From an optimization exercise on the open Yosys and OpenROAD flow, aimed at small area and a short achievable clock period; shortcuts taken in it are not production practice. Function was checked by simulation only, so behaviour that the tests miss may differ from the original. Power figures rest on the tool's default switching activity, not on a simulated workload.

==> run M <==
Design matvec_alu_top, start of the top module:
module matvec_alu_top (
    input  logic        clk,
    input  logic        rst,
    input  logic        in_valid,
    input  logic [31:0] mat_word,
    input  logic [31:0] vec_word,
    input  logic [2:0]  pattern,
    output logic        out_valid,
    output logic [25:0] res_0,
    output logic [25:0] res_1,
    output logic [25:0] res_2,
    output logic [25:0] res_3
);
    logic        v1, v2;
    logic [2:0]  b1;
    always_ff @(posedge clk or negedge rst) begin
        if (!rst) begin
            v1        <= 1'b0;
            v2        <= 1'b0;
            out_valid <= 1'b0;
        end else begin
            v1        <= in_valid;
            v2        <= v1;
            out_valid <= v2;
        end
    end
    logic [31:0] m1;
    logic [3:0]  e_one [4], e_two [4], e_neg [4];
    logic [3:0]  one1 [4], two1 [4], neg1 [4];
    for (genvar gi = 0; gi < 4; gi++) begin : g_enc
        booth_enc u_enc (.x(vec_word[31-8*gi -: 8]), .one(e_one[gi]), .two(e_two[gi]), .neg(e_neg[gi]));
    end
    always_ff @(posedge clk) begin
        m1 <= mat_word;
        for (int i = 0; i < 4; i++) begin
            one1[i] <= e_one[i];
            two1[i] <= e_two[i];
            neg1[i] <= e_neg[i];
        end
        b1 <= pattern;
    end
    logic [15:0] q [4];
    logic [15:0] p [4];
    for (genvar gi = 0; gi < 4; gi++) begin : g_mul
        mul8s u_mul (.a(m1[31-8*gi -: 8]), .one(one1[gi]), .two(two1[gi]), .neg(neg1[gi]), .p(q[gi]));
    end
    always_ff @(posedge clk) begin
        for (int i = 0; i < 4; i++) begin
            p[i] <= q[i];
        end
    end
    logic [1:0]  seg1, seg2, seg3;
    logic [2:0]  f0, f1;
    logic [1:0]  f2;
    logic        f3;
    logic [2:0]  e0;
    logic [2:0]  e1;
    logic [1:0]  e2;
    logic        e3;
  ...
Settings: LEC_CHECK=0, CAP_MARGIN=20, CORE_MARGIN=2, CORE_UTILIZATION=40, SETUP_SLACK_MARGIN=1.6, SLEW_MARGIN=20; clock period 5.2 ns.
run.sh (not shown) runs the stock make flow with config.mk's settings and CLKGATE_MAP_FILE= SYNTH_SCRIPT=/design/flow/synth_recipe.tcl, a recipe that flattens the netlist after the stock synthesis.
==> run Z: changes against run M <==
==> flow/flow/run.sh (new file) <==
#!/bin/bash
# standard layout, with plain buf_1 cells as the port buffers
set -euo pipefail
export BUFFER_PORTS_ARGS="-buffer_cell sky130_fd_sc_hd__buf_1"
bash standard.sh > standard.log 2>&1
==> flow/standard.sh (new file) <==
#!/bin/bash
# synth_recipe.tcl (not shown) runs the flow's synth.tcl, then flattens the netlist and writes it again
# the make line also repeats each setting of config.mk as NAME=value (left out here)
make -C /OpenROAD-flow-scripts/flow DESIGN_CONFIG=/design/flow/config.mk WORK_HOME=/design/flow/orfs CLKGATE_MAP_FILE= SYNTH_SCRIPT=/design/flow/synth_recipe.tcl "${@:-finish}"
- CORE_UTILIZATION: 40 -> 60
removed: flow/run.sh
==> run B: changes against run M <==
==> flow/flow/run.sh (new file) <==
#!/bin/bash
# standard layout, with plain buf_1 cells as the port buffers
set -euo pipefail
export BUFFER_PORTS_ARGS="-buffer_cell sky130_fd_sc_hd__buf_1"
bash standard.sh > standard.log 2>&1
==> flow/standard.sh (new file) <==
#!/bin/bash
# synth_recipe.tcl (not shown) runs the flow's synth.tcl, then flattens the netlist and writes it again
# the make line also repeats each setting of config.mk as NAME=value (left out here)
make -C /OpenROAD-flow-scripts/flow DESIGN_CONFIG=/design/flow/config.mk WORK_HOME=/design/flow/orfs CLKGATE_MAP_FILE= SYNTH_SCRIPT=/design/flow/synth_recipe.tcl "${@:-finish}"
removed: flow/run.sh
==> run A: changes against run M <==
- SETUP_SLACK_MARGIN: 1.6 -> 2.2
==> comparison <==
Against run B, the clock skew of run Z is lower by 0.011 ns.
In synthesized cell count, run A and run Z do not differ.
The highest via count belongs to run A, the lowest to run M.
Combinational power: run Z < run B < run M < run A.
In run B the clock power is smaller than in run Z, by about 2%.
==> figures <==
quantity	run Z	run M	run A	run B
Area overhead of the layout relative to synthesis	10.58%	18.50%	28.76%	11.78%
Total placed instance area	16,970 um^2	18,290 um^2	18,700 um^2	17,200 um^2
Worst min-delay path class	input port to asynchronous set/reset pin	flop to flop	flop to flop	input port to asynchronous set/reset pin
Run status	timing/DRC/antenna clean	timing/DRC/antenna clean	timing/DRC/antenna clean	timing/DRC/antenna clean
Cell internal power dissipation	6673 uW	7042 uW	8166 uW	6630 uW
Hold Slack	0.2902 ns	0.3477 ns	0.3558 ns	0.2665 ns
Setup Fix Bufs, Post-CTS	1	2	67	4
Wire length of the first global-routing pass	56.93 mm	62.94 mm	66.34 mm	61.51 mm
Register share of the cell area	25.38%	23.72%	22.52%	25.14%
Starting utilization of the core area	61.25%	40.54%	40.54%	40.54%
Tap cell count	341	532	532	532

==> v31: inputs <==
Another version of the RTL of matvec_alu_top (not shown whole).
Settings: LEC_CHECK=0, CAP_MARGIN=20, CORE_MARGIN=2, CORE_UTILIZATION=40, SETUP_SLACK_MARGIN=1.9, SLEW_MARGIN=20, SYNTH_HIERARCHICAL=1; clock period 5.2 ns.
standard.sh (not shown) runs the stock make flow with config.mk's settings and CLKGATE_MAP_FILE= SYNTH_SCRIPT=/design/flow/synth_recipe.tcl, a recipe that flattens the netlist after the stock synthesis.
==> flow/flow/run.sh <==
#!/bin/bash
# standard layout, with plain buf_1 cells as the port buffers
set -euo pipefail
export BUFFER_PORTS_ARGS="-buffer_cell sky130_fd_sc_hd__buf_1"
bash standard.sh > standard.log 2>&1
==> v22: changes against v31 <==
--- a/flow/config.mk
+++ b/flow/config.mk
@@ -8,6 +8,8 @@
 export CAP_MARGIN = 20
 export CORE_MARGIN = 2
 export CORE_UTILIZATION = 40
-export SETUP_SLACK_MARGIN = 1.9
+export CTS_BUF_LIST = sky130_fd_sc_hd__clkbuf_4
+export CTS_CLUSTER_SIZE = 30
+export SETUP_SLACK_MARGIN = 1.8
 export SLEW_MARGIN = 20
 export SYNTH_HIERARCHICAL = 1
==> summary of the runs <==
v22 completed without violations. v31 went through all stages and came out clean. Against v31, the setup slack of v22 is worse by 0.040 ns. Between v22 and v31, the lower first-iteration DRC count is in v31 (gap about 1.6%, measured against v31). In routed wire length, v31 and v22 hardly differ. Sequential power is about the same in v22 and v31. Between v22 and v31, the lower clock-buffer cell count is in v31 (gap 51). In critical path depth, v22 and v31 do not differ. Against v22, the register-to-register slack of v31 is higher by 0.04 ns. Between v22 and v31, the lower utilization is in v22 (gap 0.65 points).
==> figures <==
item                                                                                     v22                      v31
Outcome                                                              complete, no violations  complete, no violations
NumNets Final                                                                          1,951                    1,915
Placed instance area                                                              16,100 µm²               16,100 µm²
Fin crit period                                                                      3.42 ns                  3.38 ns
Final Worst Setup Slack                                                              1.78 ns                  1.82 ns
Critical path origin                                                      one1[0][0]$_DFF_P_       one1[2][0]$_DFF_P_
Total iterations of the first detailed-routing run                                         8                        7
Via density                                                                             5.07                     5.15
First-pass GRT wire length                                                         59,800 µm                59,600 µm
Tightest slew margin relative to the limit                                             52.9%                    42.5%
Non-CTS buffers                                                                          187                      189
H-Tree Level Count                                                                         3                        1
Startpoint of the lowest-slack register-to-register path                  one1[0][0]$_DFF_P_       one1[2][0]$_DFF_P_
Pwr per Cell Area                                                                 670 nW/µm²               692 nW/µm²
Routed wirelength normalized by instance count                                       16.9 µm                  17.4 µm
Share of final-layout standard cells stronger than drive strength 1                    17.4%                    15.6%
Violation count after the first detailed-route iteration                                 573                      564
Ratio of layout area to synthesized area                                              1.091x                   1.107x

==> run K <==
Starting RTL as in the previous note.
// matvec_alu_top
module matvec_alu_top (
    input  logic        clk,
    input  logic        rst,
    input  logic        in_valid,
    input  logic [31:0] mat_word,
    input  logic [31:0] vec_word,
    input  logic [2:0]  pattern,
    output logic        out_valid,
    output logic [25:0] res_0,
    output logic [25:0] res_1,
    output logic [25:0] res_2,
    output logic [25:0] res_3
);
clock: 5.2 ns
lec_check: 0
cap_margin: 20
core_margin: 2
core_utilization: 40
setup_slack_margin: 2.2
slew_margin: 20
synth_hierarchical: 1
Scripts as last shown in full above: flow/flow/run.sh
==> run F (differences from run K) <==
- CTS_BUF_LIST: default -> sky130_fd_sc_hd__clkbuf_4
- CTS_CLUSTER_SIZE: default -> 30
- SETUP_SLACK_MARGIN: 2.2 -> 1.6
==> results.txt <==
item                                                              run K                     run F
Result of the run                                        finished clean            finished clean
Switching part of the total                                       42.9%                     44.7%
Sequential share of power                                         21.5%                     26.3%
Post-cts sizing count                                               201                         5
Worst Tran Pin Value                                           0.691 ns                  0.820 ns
Startpoint of the most critical setup path                   one1[1][0]                one1[0][2]
Global routing met1 resource utilization                          24.2%                     22.9%
Post-place instance area                                     0.0161 mm2                0.0161 mm2
Non-clock buffer contribution to total cell area                  6.07%                     3.83%
Number of cells on the critical path                                 13                        11
Number of CTS-inserted buffers                                       28                        66
Slowest library cell on the worst path            sky130_fd_sc_hd__fa_1  sky130_fd_sc_hd__dfxtp_1
Worst hold margin                                              0.280 ns                  0.106 ns
Via count                                                        11,300                    11,300
Avg WL per Cell                                                 17.7 um                   16.9 um
Worst Setup EP                                                 p[1][13]                  p[0][13]
Final WL                                                        39.0 mm                   37.6 mm
Total power                                                     14.0 mW                   11.5 mW
Number of filler instances in the final layout                    3,629                     3,825
Endpoint required time on the critical path                     5.63 ns                   5.80 ns

==> v3 <==
Another version of the RTL of matvec_alu_top (not shown whole).
clock: 5.2 ns
lec_check: 0
cap_margin: 20
core_margin: 2
core_utilization: 40
cts_cluster_diameter: 120
cts_cluster_size: 24
setup_slack_margin: 1.9
slew_margin: 20
synth_hierarchical: 1
Scripts as last shown in full above: flow/flow/run.sh
==> v20 (differences from v3) <==
--- a/flow/design.v
+++ b/flow/design.v
@@ -121,68 +121,67 @@
 `default_nettype none
 module sum4g (
     input  logic [15:0] t0,
     input  logic [15:0] t1,
     input  logic [15:0] t2,
     input  logic [15:0] t3,
     input  logic [2:0]  e,
-    input  logic [2:0]  en,
     output logic [17:0] y
 );
     logic g1, g2, g3, g4, g5, g6, g7, g8, g9, g10, g11, g12, g13, g14, g15, g16, g17, g18, g19, g20, g21, g22, g23, g24, g25, g26, g27, g28, g29, g30, g31, g32, g33, g34, g35, g36, g37, g38, g39, g40, g41, g42, g43, g44, g45, g46, g47, g48, g49, s50, c51, s52, c53, s54, c55, s56, c57, s58, c59, s60, c61, s62, c63, s64, c65, s66, c67, s68, c69, s70, c71, s72, c73, s74, c75, s76, c77, s78, c79, s80, c81, s82, c83, s84, c85, s86, c87, s88, c89, s90, c91, s92, c93, s94, c95, s96, c97, s98, c99, s100, c101, s102, c103, s104, c105, s106, c107, s108, c109, s110, c111, s112, c113;
     logic [17:0] r0, r1;
     assign g1 = ~t0[15];
     assign g2 = e[0] & t1[0];
     assign g3 = e[0] & t1[1];
     assign g4 = e[0] & t1[2];
     assign g5 = e[0] & t1[3];
     assign g6 = e[0] & t1[4];
     assign g7 = e[0] & t1[5];
     assign g8 = e[0] & t1[6];
     assign g9 = e[0] & t1[7];
-    assign g10 = ~en[0] & t1[8];
-    assign g11 = ~en[0] & t1[9];
-    assign g12 = ~en[0] & t1[10];
-    assign g13 = ~en[0] & t1[11];
-    assign g14 = ~en[0] & t1[12];
-    assign g15 = ~en[0] & t1[13];
-    assign g16 = ~en[0] & t1[14];
-    assign g17 = ~(~en[0] & t1[15]);
+    assign g10 = e[0] & t1[8];
+    assign g11 = e[0] & t1[9];
+    assign g12 = e[0] & t1[10];
+    assign g13 = e[0] & t1[11];
+    assign g14 = e[0] & t1[12];
+    assign g15 = e[0] & t1[13];
+    assign g16 = e[0] & t1[14];
+    assign g17 = ~(e[0] & t1[15]);
     assign g18 = e[1] & t2[0];
     assign g19 = e[1] & t2[1];
     assign g20 = e[1] & t2[2];
     assign g21 = e[1] & t2[3];
     assign g22 = e[1] & t2[4];
     assign g23 = e[1] & t2[5];
     assign g24 = e[1] & t2[6];
     assign g25 = e[1] & t2[7];
-    assign g26 = ~en[1] & t2[8];
-    assign g27 = ~en[1] & t2[9];
-    assign g28 = ~en[1] & t2[10];
-    assign g29 = ~en[1] & t2[11];
-    assign g30 = ~en[1] & t2[12];
-    assign g31 = ~en[1] & t2[13];
-    assign g32 = ~en[1] & t2[14];
-    assign g33 = ~(~en[1] & t2[15]);
+    assign g26 = e[1] & t2[8];
+    assign g27 = e[1] & t2[9];
+    assign g28 = e[1] & t2[10];
+    assign g29 = e[1] & t2[11];
+    assign g30 = e[1] & t2[12];
+    assign g31 = e[1] & t2[13];
+    assign g32 = e[1] & t2[14];
+    assign g33 = ~(e[1] & t2[15]);
     assign g34 = e[2] & t3[0];
     assign g35 = e[2] & t3[1];
     assign g36 = e[2] & t3[2];
     assign g37 = e[2] & t3[3];
     assign g38 = e[2] & t3[4];
     assign g39 = e[2] & t3[5];
     assign g40 = e[2] & t3[6];
     assign g41 = e[2] & t3[7];
-    assign g42 = ~en[2] & t3[8];
-    assign g43 = ~en[2] & t3[9];
-    assign g44 = ~en[2] & t3[10];
-    assign g45 = ~en[2] & t3[11];
-    assign g46 = ~en[2] & t3[12];
-    assign g47 = ~en[2] & t3[13];
-    assign g48 = ~en[2] & t3[14];
-    assign g49 = ~(~en[2] & t3[15]);
+    assign g42 = e[2] & t3[8];
+    assign g43 = e[2] & t3[9];
+    assign g44 = e[2] & t3[10];
+    assign g45 = e[2] & t3[11];
+    assign g46 = e[2] & t3[12];
+    assign g47 = e[2] & t3[13];
+    assign g48 = e[2] & t3[14];
+    assign g49 = ~(e[2] & t3[15]);
     ha_cell u_s50 (.a(t0[0]), .b(g2), .s(s50), .co(c51));
     fa_cell u_s52 (.a(t0[1]), .b(g3), .c(g19), .s(s52), .co(c53));
     fa_cell u_s54 (.a(t0[2]), .b(g4), .c(g20), .s(s54), .co(c55));
     fa_cell u_s56 (.a(t0[3]), .b(g5), .c(g21), .s(s56), .co(c57));
     fa_cell u_s58 (.a(t0[4]), .b(g6), .c(g22), .s(s58), .co(c59));
     fa_cell u_s60 (.a(t0[5]), .b(g7), .c(g23), .s(s60), .co(c61));
     fa_cell u_s62 (.a(t0[6]), .b(g8), .c(g24), .s(s62), .co(c63));
@@ -215,36 +214,35 @@
     assign r1 = {1'b0, c81, s112, s110, s108, s106, s104, s102, s100, s98, s96, s94, s92, s90, s88, s86, s84, s50};
     sum4g_add u_add (.a(r0), .b(r1), .y(y));
 endmodule
 module sum2g (
     input  logic [15:0] t0,
     input  logic [15:0] t1,
     input  logic [0:0]  e,
-    input  logic [0:0]  en,
     output logic [16:0] y
 );
     logic g1, g2, g3, g4, g5, g6, g7, g8, g9, g10, g11, g12, g13, g14, g15, g16, g17;
     logic [16:0] r0, r1;
     assign g1 = ~t0[15];
     assign g2 = e[0] & t1[0];
     assign g3 = e[0] & t1[1];
     assign g4 = e[0] & t1[2];
     assign g5 = e[0] & t1[3];
     assign g6 = e[0] & t1[4];
     assign g7 = e[0] & t1[5];
     assign g8 = e[0] & t1[6];
     assign g9 = e[0] & t1[7];
-    assign g10 = ~en[0] & t1[8];
-    assign g11 = ~en[0] & t1[9];
-    assign g12 = ~en[0] & t1[10];
-    assign g13 = ~en[0] & t1[11];
-    assign g14 = ~en[0] & t1[12];
-    assign g15 = ~en[0] & t1[13];
-    assign g16 = ~en[0] & t1[14];
-    assign g17 = ~(~en[0] & t1[15]);
+    assign g10 = e[0] & t1[8];
+    assign g11 = e[0] & t1[9];
+    assign g12 = e[0] & t1[10];
+    assign g13 = e[0] & t1[11];
+    assign g14 = e[0] & t1[12];
+    assign g15 = e[0] & t1[13];
+    assign g16 = e[0] & t1[14];
+    assign g17 = ~(e[0] & t1[15]);
     assign r0 = {1'b1, g1, t0[14], t0[13], t0[12], t0[11], t0[10], t0[9], t0[8], t0[7], t0[6], t0[5], t0[4], t0[3], t0[2], t0[1], t0[0]};
     assign r1 = {1'b0, g17, g16, g15, g14, g13, g12, g11, g10, g9, g8, g7, g6, g5, g4, g3, g2};
     sum2g_add u_add (.a(r0), .b(r1), .y(y));
 endmodule
 `default_nettype wire
 `default_nettype none
 module mul8s_add (
@@ -784,59 +782,50 @@
             neg1[i] <= e_neg[i];
         end
         b1 <= pattern;
     end
     logic [15:0] q [4];
     logic [15:0] p [4];
     logic [3:0]  g;
-    logic [3:0]  gn;
     logic [2:0]  b2;
     for (genvar gi = 0; gi < 4; gi++) begin : g_mul
         mul8s u_mul (.a(m1[31-8*gi -: 8]), .one(one1[gi]), .two(two1[gi]), .neg(neg1[gi]), .p(q[gi]));
     end
     always_ff @(posedge clk) begin
         for (int i = 0; i < 4; i++) begin
             p[i] <= q[i];
         end
         g  <= {~b1[2], ~b1[1] & ~b1[2], ~b1[1], ~b1[0]};
-        gn <= {b1[2], b1[1] | b1[2], b1[1], b1[0]};
         b2 <= b1;
     end
     logic [17:0] y_n, y3;
     logic [16:0] u_n, u3;
     logic [15:0] p0_3, p3_3;
-    sum4g u_y (.t0(p[1]), .t1(p[0]), .t2(p[2]), .t3(p[3]), .e(g[2:0]), .en(gn[2:0]), .y(y_n));
-    sum2g u_u (.t0(p[2]), .t1(p[3]), .e(g[3]), .en(gn[3]), .y(u_n));
+    sum4g u_y (.t0(p[1]), .t1(p[0]), .t2(p[2]), .t3(p[3]), .e(g[2:0]), .y(y_n));
+    sum2g u_u (.t0(p[2]), .t1(p[3]), .e(g[3]), .y(u_n));
     logic z0n, c1y, c1u, c1p, c2u, c2p, c3p;
-    logic c1un, c1pn, c2un, c2pn, c3pn;
     always_ff @(posedge clk) begin
         y3   <= y_n;
         u3   <= u_n;
         p0_3 <= p[0];
         p3_3 <= p[3];
         z0n  <= ~b2[0];
         c1y  <= b2[0];
         c1u  <= ~b2[0] & b2[1];
         c1p  <= ~b2[0] & ~b2[1] & b2[2];
         c2u  <= b2[0] & b2[1];
         c2p  <= b2[2] & (b2[0] ^ b2[1]);
         c3p  <= &b2;
-        c1un <= ~(~b2[0] & b2[1]);
-        c1pn <= ~(~b2[0] & ~b2[1] & b2[2]);
-        c2un <= ~(b2[0] & b2[1]);
-        c2pn <= ~(b2[2] & (b2[0] ^ b2[1]));
-        c3pn <= ~(&b2);
     end
     logic [17:0] s0, s1, s2, s3;
     always_comb begin
         s0 = z0n ? y3 : 18'($signed(p0_3));
-        s1 = ({18{c1y}} & y3) | ({{9{~c1un}}, {9{c1u}}} & 18'($signed(u3)))
-           | ({{9{~c1pn}}, {9{c1p}}} & 18'($signed(p3_3)));
-        s2 = ({{9{~c2un}}, {9{c2u}}} & 18'($signed(u3))) | ({{9{~c2pn}}, {9{c2p}}} & 18'($signed(p3_3)));
-        s3 = {{9{~c3pn}}, {9{c3p}}} & 18'($signed(p3_3));
+        s1 = ({18{c1y}} & y3) | ({18{c1u}} & 18'($signed(u3))) | ({18{c1p}} & 18'($signed(p3_3)));
+        s2 = ({18{c2u}} & 18'($signed(u3))) | ({18{c2p}} & 18'($signed(p3_3)));
+        s3 = {18{c3p}} & 18'($signed(p3_3));
     end
     assign res_0 = 26'($signed(s0));
     assign res_1 = 26'($signed(s1));
     assign res_2 = 26'($signed(s2));
     assign res_3 = 26'($signed(s3));
 endmodule
 `default_nettype wire
CTS_CLUSTER_DIAMETER = unset   (was 120)
CTS_CLUSTER_SIZE = unset   (was 24)
==> v36 (differences from v3) <==
CTS_CLUSTER_DIAMETER = unset   (was 120)
CTS_CLUSTER_SIZE = 30   (was 24)
==> results.txt <==
The highest utilization belongs to v36, the lowest to v3.
In v3 the power is smaller than in v20, by about 4.4%.
Against v20, the routed wire length of v3 is lower by about 2.6%.
The highest cell count belongs to v36, the lowest to v20.
The lowest first-iteration DRC count belongs to v3, the highest to v20.
Area after synthesis is the same in v3 and v36.
Of v20 and v3, v20 has the higher cell area (gap about 2%, measured against v3).
In v3 the clock-buffer cell count is lower than in v20, by 20.
Worst hold slack: v3 > v36 > v20.

==> what the ideal ports hide <==
Ports are ideal in the flow. The routed layouts listed here were re-timed in OpenROAD. Step 1 assumes that a clkbuf_16 drives the clock port and a buf_2 every other input. Step 2 times the ports against the registers' clock, not the clock port: input delays grow and output delays shrink by t, the midpoint of the rising clock arrivals with the driver on. a / b / c = no drivers / after step 1 / after step 2; a / b = the first two.
run | t, ns | slack for setup (ns) | clock arrival spread, ns | slew at the worst register clock pin (ns) | cell pins on the clock port's net
run M | 0.599 | 1.688 / 1.688 / 1.688 | 0.029 / 0.029 | 0.06 / 0.06 | 1
run Z | 0.591 | 1.701 / 1.701 / 1.701 | 0.011 / 0.011 | 0.07 / 0.07 | 1
run B | 0.607 | 1.732 / 1.732 / 1.732 | 0.024 / 0.024 | 0.06 / 0.06 | 1
run A | 0.604 | 1.841 / 1.841 / 1.841 | 0.017 / 0.018 | 0.07 / 0.07 | 1
v31 | 0.603 | 1.819 / 1.819 / 1.819 | 0.013 / 0.013 | 0.06 / 0.06 | 1
v22 | 0.768 | 1.780 / 1.780 / 1.780 | 0.042 / 0.043 | 0.07 / 0.07 | 1
run K | 0.605 | 1.844 / 1.844 / 1.844 | 0.018 / 0.018 | 0.06 / 0.06 | 1
run F | 0.772 | 1.724 / 1.695 / 1.724 | 0.042 / 0.043 | 0.08 / 0.08 | 1
v3 | 0.540 | 2.005 / 2.005 / 2.005 | 0.032 / 0.031 | 0.10 / 0.10 | 1
v20 | 0.617 | 1.941 / 1.888 / 2.013 | 0.021 / 0.021 | 0.06 / 0.06 | 1
v36 | 0.593 | 1.981 / 1.955 / 1.981 | 0.017 / 0.017 | 0.06 / 0.06 | 1
After both steps every run listed still meets setup and hold.
